What follows belongs to an exercise in optimizing a design on an open flow for small area, a short achievable clock period and few clock cycles; a production flow would make more cautious choices.
RTL that was checked went through simulation tests only; none was proved equivalent to the original.
No activity file was given, so power comes from the tool's default toggle rates.

## the previous run
==> flow/design.v (excerpt) <==
module alpha_calc_param #(
  parameter int DATA_WIDTH   = 16,
  parameter int MAX_SIZE_LOG = 8,
  parameter int ALPHA_WIDTH  = 10,
  parameter int ALPHA_FRAC   = 9
) (
  input  logic                   clk,
  input  logic                   rst,
  input  logic                   x_valid,
  output logic                   x_ready,
  input  logic [DATA_WIDTH-1:0]  x_data,
  input  logic                   xhat_valid,
  output logic                   xhat_ready,
  input  logic [DATA_WIDTH-1:0]  xhat_data,
  input  logic                   xhat_last_s,
  input  logic                   xmean_valid,
  output logic                   xmean_ready,
  input  logic [DATA_WIDTH-1:0]  xmean_data,
  input  logic                   xhatmean_valid,
  output logic                   xhatmean_ready,
  input  logic [DATA_WIDTH-1:0]  xhatmean_data,
  output logic                   alpha_valid,
  input  logic                   alpha_ready,
  output logic [ALPHA_WIDTH-1:0] alpha_data
);
  localparam int D_W   = DATA_WIDTH + 1;           
  localparam int ACC_W = 2 * DATA_WIDTH + MAX_SIZE_LOG + 1;   
  localparam int DEN_W = 2 * DATA_WIDTH + MAX_SIZE_LOG;       
  ...
==> flow/config.mk <==
export PLATFORM = sky130hd
export DESIGN_NAME = alpha_calc_param
export DESIGN_NICKNAME = alpha_calc_param
export VERILOG_FILES = /design/flow/design.v
export SDC_FILE = /design/flow/constraint.sdc
export NUM_CORES = 4
export LEC_CHECK = 0
export CAP_MARGIN = 20
export CORE_MARGIN = 2
export CORE_UTILIZATION = 40
export SETUP_SLACK_MARGIN = 5
export SLEW_MARGIN = 20
export SYNTH_HIERARCHICAL = 1
export SYNTH_MINIMUM_KEEP_SIZE = 0
==> flow/constraint.sdc <==
create_clock -name core_clock -period 12.0 [get_ports {clk}]
set_input_delay 2.4000 -clock core_clock [delete_from_list [all_inputs] [get_ports {clk}]]
set_output_delay 2.4000 -clock core_clock [all_outputs]
set_load 0.01 [all_outputs]
standard.sh (not shown) runs the stock make flow with config.mk's settings and CLKGATE_MAP_FILE= SYNTH_SCRIPT=/design/flow/synth_recipe.tcl, a recipe that flattens the netlist after the stock synthesis.
==> flow/flow/run.sh <==
#!/bin/bash
set -euo pipefail
bash standard.sh synth > synth.log 2>&1
bash standard.sh SETUP_SLACK_MARGIN=8.5 finish > layout.log 2>&1
Testbench counts of the previous run, summed over its fixed seeds: cycles 24,535.
> inputs changed (the previous run -> the current run)
==> flow/run.sh (new file) <==
#!/bin/bash
# synth_recipe.tcl (not shown) runs the flow's synth.tcl, then flattens the netlist and writes it again
# the make line also repeats each setting of config.mk as NAME=value (left out here)
make -C /OpenROAD-flow-scripts/flow DESIGN_CONFIG=/design/flow/config.mk WORK_HOME=/design/flow/orfs CLKGATE_MAP_FILE= SYNTH_SCRIPT=/design/flow/synth_recipe.tcl finish
removed: flow/flow/run.sh
removed: flow/standard.sh
--- outcome ---
Looking at count of buffering cells on the critical path with inverters included, the current run sits below the previous run.
In the current run the global-route wire length before repair turned out about 9% lower than in the previous run.
Looking only at worst slew margin relative to its limit, and setting everything else aside, the lower value of the current run and the previous run goes to the current run.
The previous run has a higher number of DRC violations after detailed-routing iteration 0 than the current run.
The previous run ended up with dx_q[14]$_SDFF_PN0_ as its end point of the critical path; the current run ended up with den_q[36]$_DFF_P_.
Post-route worst hold slack ends up higher on the current run.
Of the current run and the previous run, the current run shows the lower part of the power in combinational logic, with the previous run above it.
What the current run reported for total design power has to be multiplied by 1.2 to get the figure for the previous run.
Comparing the current run and the previous run, the higher arrival time at the worst endpoint is on the current run.
Relative to the previous run, worst-case register-to-register setup slack decreased by 1.26 ns in the current run.
Compared with the previous run, the current run shows clock buffer instance count of the final layout that has gone up by a few percent.
Fmax delta (the current run − the previous run): unfavourable

* * *

## v6
Another version of the RTL of alpha_calc_param (not shown whole).
Size in the first run: about 3,600 cells after synthesis, about 87 I/O pins.
clock: 12.0 ns
lec_check: 0
cap_margin: 20
core_margin: 2
core_utilization: 40
setup_slack_margin: 5
slew_margin: 20
synth_hierarchical: 1
synth_minimum_keep_size: 0
==> flow/flow/run.sh <==
#!/bin/bash
set -euo pipefail
bash standard.sh synth > synth.log 2>&1
bash standard.sh SETUP_SLACK_MARGIN=8.4 \
  "BUFFER_PORTS_ARGS=-buffer_cell sky130_fd_sc_hd__buf_2" \
  "CTS_ARGS=-sink_clustering_enable -repair_clock_nets -dont_use_dummy_load" \
  finish > layout.log 2>&1
Both conditions hold for v6: the flow ran to the end and the final layout passed the timing, design-rule and antenna checks.
> inputs changed (v6 -> v7)
--- a/flow/flow/run.sh
+++ b/flow/flow/run.sh
@@ -4 +4 @@
-bash standard.sh SETUP_SLACK_MARGIN=8.4 \
+bash standard.sh SETUP_SLACK_MARGIN=8.2 \
--- outcome ---
- Any difference in instance area at placement between v6 and v7 is small enough to ignore.
- Clock power delta (v7 -> v6): insignificant
- Going from v6 to v7, total routed wirelength went down 7000 um; switching share of power went up 0.27 points; part of the power in the clock network went up 0.5 points.
- | layout clock buffer count | v7 vs v6 | about 2% lower |
- Compared with v6, in v7 worst setup slack went down 0.046 ns, average detailed-routed wire length per instance lost about 5%.
Function was not checked in any run of this note: the RTL went through the layout flow alone.

* * *

Another version of the RTL of alpha_calc_param (not shown whole).
Size in the first run: about 390 flip-flops, ~87 I/O pins.
==> flow/config.mk <==
export PLATFORM = sky130hd
export DESIGN_NAME = alpha_calc_param
export DESIGN_NICKNAME = alpha_calc_param
export VERILOG_FILES = /design/flow/design.v
export SDC_FILE = /design/flow/constraint.sdc
export NUM_CORES = 4
export LEC_CHECK = 0
export CAP_MARGIN = 20
export CORE_MARGIN = 2
export CORE_UTILIZATION = 40
export SETUP_SLACK_MARGIN = 5
export SLEW_MARGIN = 20
export SYNTH_HIERARCHICAL = 1
export SYNTH_MINIMUM_KEEP_SIZE = 0
==> flow/constraint.sdc <==
create_clock -name core_clock -period 12.0 [get_ports {clk}]
set_input_delay 2.4000 -clock core_clock [delete_from_list [all_inputs] [get_ports {clk}]]
set_output_delay 2.4000 -clock core_clock [all_outputs]
set_load 0.01 [all_outputs]
==> flow/flow/run.sh <==
#!/bin/bash
set -euo pipefail
bash standard.sh synth > synth.log 2>&1
bash standard.sh SETUP_SLACK_MARGIN=8.2 "BUFFER_PORTS_ARGS=-buffer_cell sky130_fd_sc_hd__buf_2" finish > layout.log 2>&1
The baseline completed with no timing, DRC or antenna violations.
Testbench counts at the start, summed over its fixed seeds: cycles 24,535.
Next try:
==> flow/flow/run.sh (replaced) <==
#!/bin/bash
set -euo pipefail
bash standard.sh synth > synth.log 2>&1
bash standard.sh SETUP_SLACK_MARGIN=8.2 \
  "BUFFER_PORTS_ARGS=-buffer_cell sky130_fd_sc_hd__buf_2" \
  "CTS_ARGS=-sink_clustering_enable -repair_clock_nets -dont_use_dummy_load" \
  finish > layout.log 2>&1
Effect:
- clock skew rises by 0.038 ns
- non-clock buffer count went up by 2
- area after synthesis does not change
- fmax goes down by 0.84%

==> separate check: timing with driven ports <==
No port has a modelled driver above. Below, the same layouts with a new extraction and two added sets of constraints.
Step 1, drivers: a clkbuf_16 drives clk and a buf_2 each remaining input, both assumed.
Step 2 moves the port delays by t, midway between the first and last clock arrival at a register: inputs arrive t later, outputs are due t later. That takes back most of the time a late clock gives input paths.
a / b / c = ideal ports / drivers / drivers and shift; a / b = the first two.
| run | t (ns) | setup slack, ns | worst setup path at the end | latest minus earliest clock arrival (ns) | worst slew at a driven data input, ns |
|---|---|---|---|---|---|
| the previous run | 0.643 | 7.899 / 7.909 / 7.266 | input to register | 0.050 / 0.050 | 0.06 |
| the current run | 0.638 | 6.747 / 6.747 / 6.376 | input to register | 0.034 / 0.034 | 0.05 |
| v6 | 0.638 | 8.090 / 8.111 / 7.473 | input to register | 0.057 / 0.058 | 0.05 |
| v7 | 0.625 | 8.044 / 8.069 / 7.443 | input to register | 0.053 / 0.053 | 0.05 |
| the first run of note 3 | 0.654 | 8.187 / 8.200 / 7.546 | input to register | 0.024 / 0.024 | 0.05 |
| the second run of note 3 | 0.632 | 8.155 / 8.168 / 7.536 | input to register | 0.063 / 0.064 | 0.05 |
After both steps setup and hold are still met in every run listed. The setup slack of the first run of note 3, which loses most, moves by +0.013 ns with the drivers and by -0.641 ns with both steps.
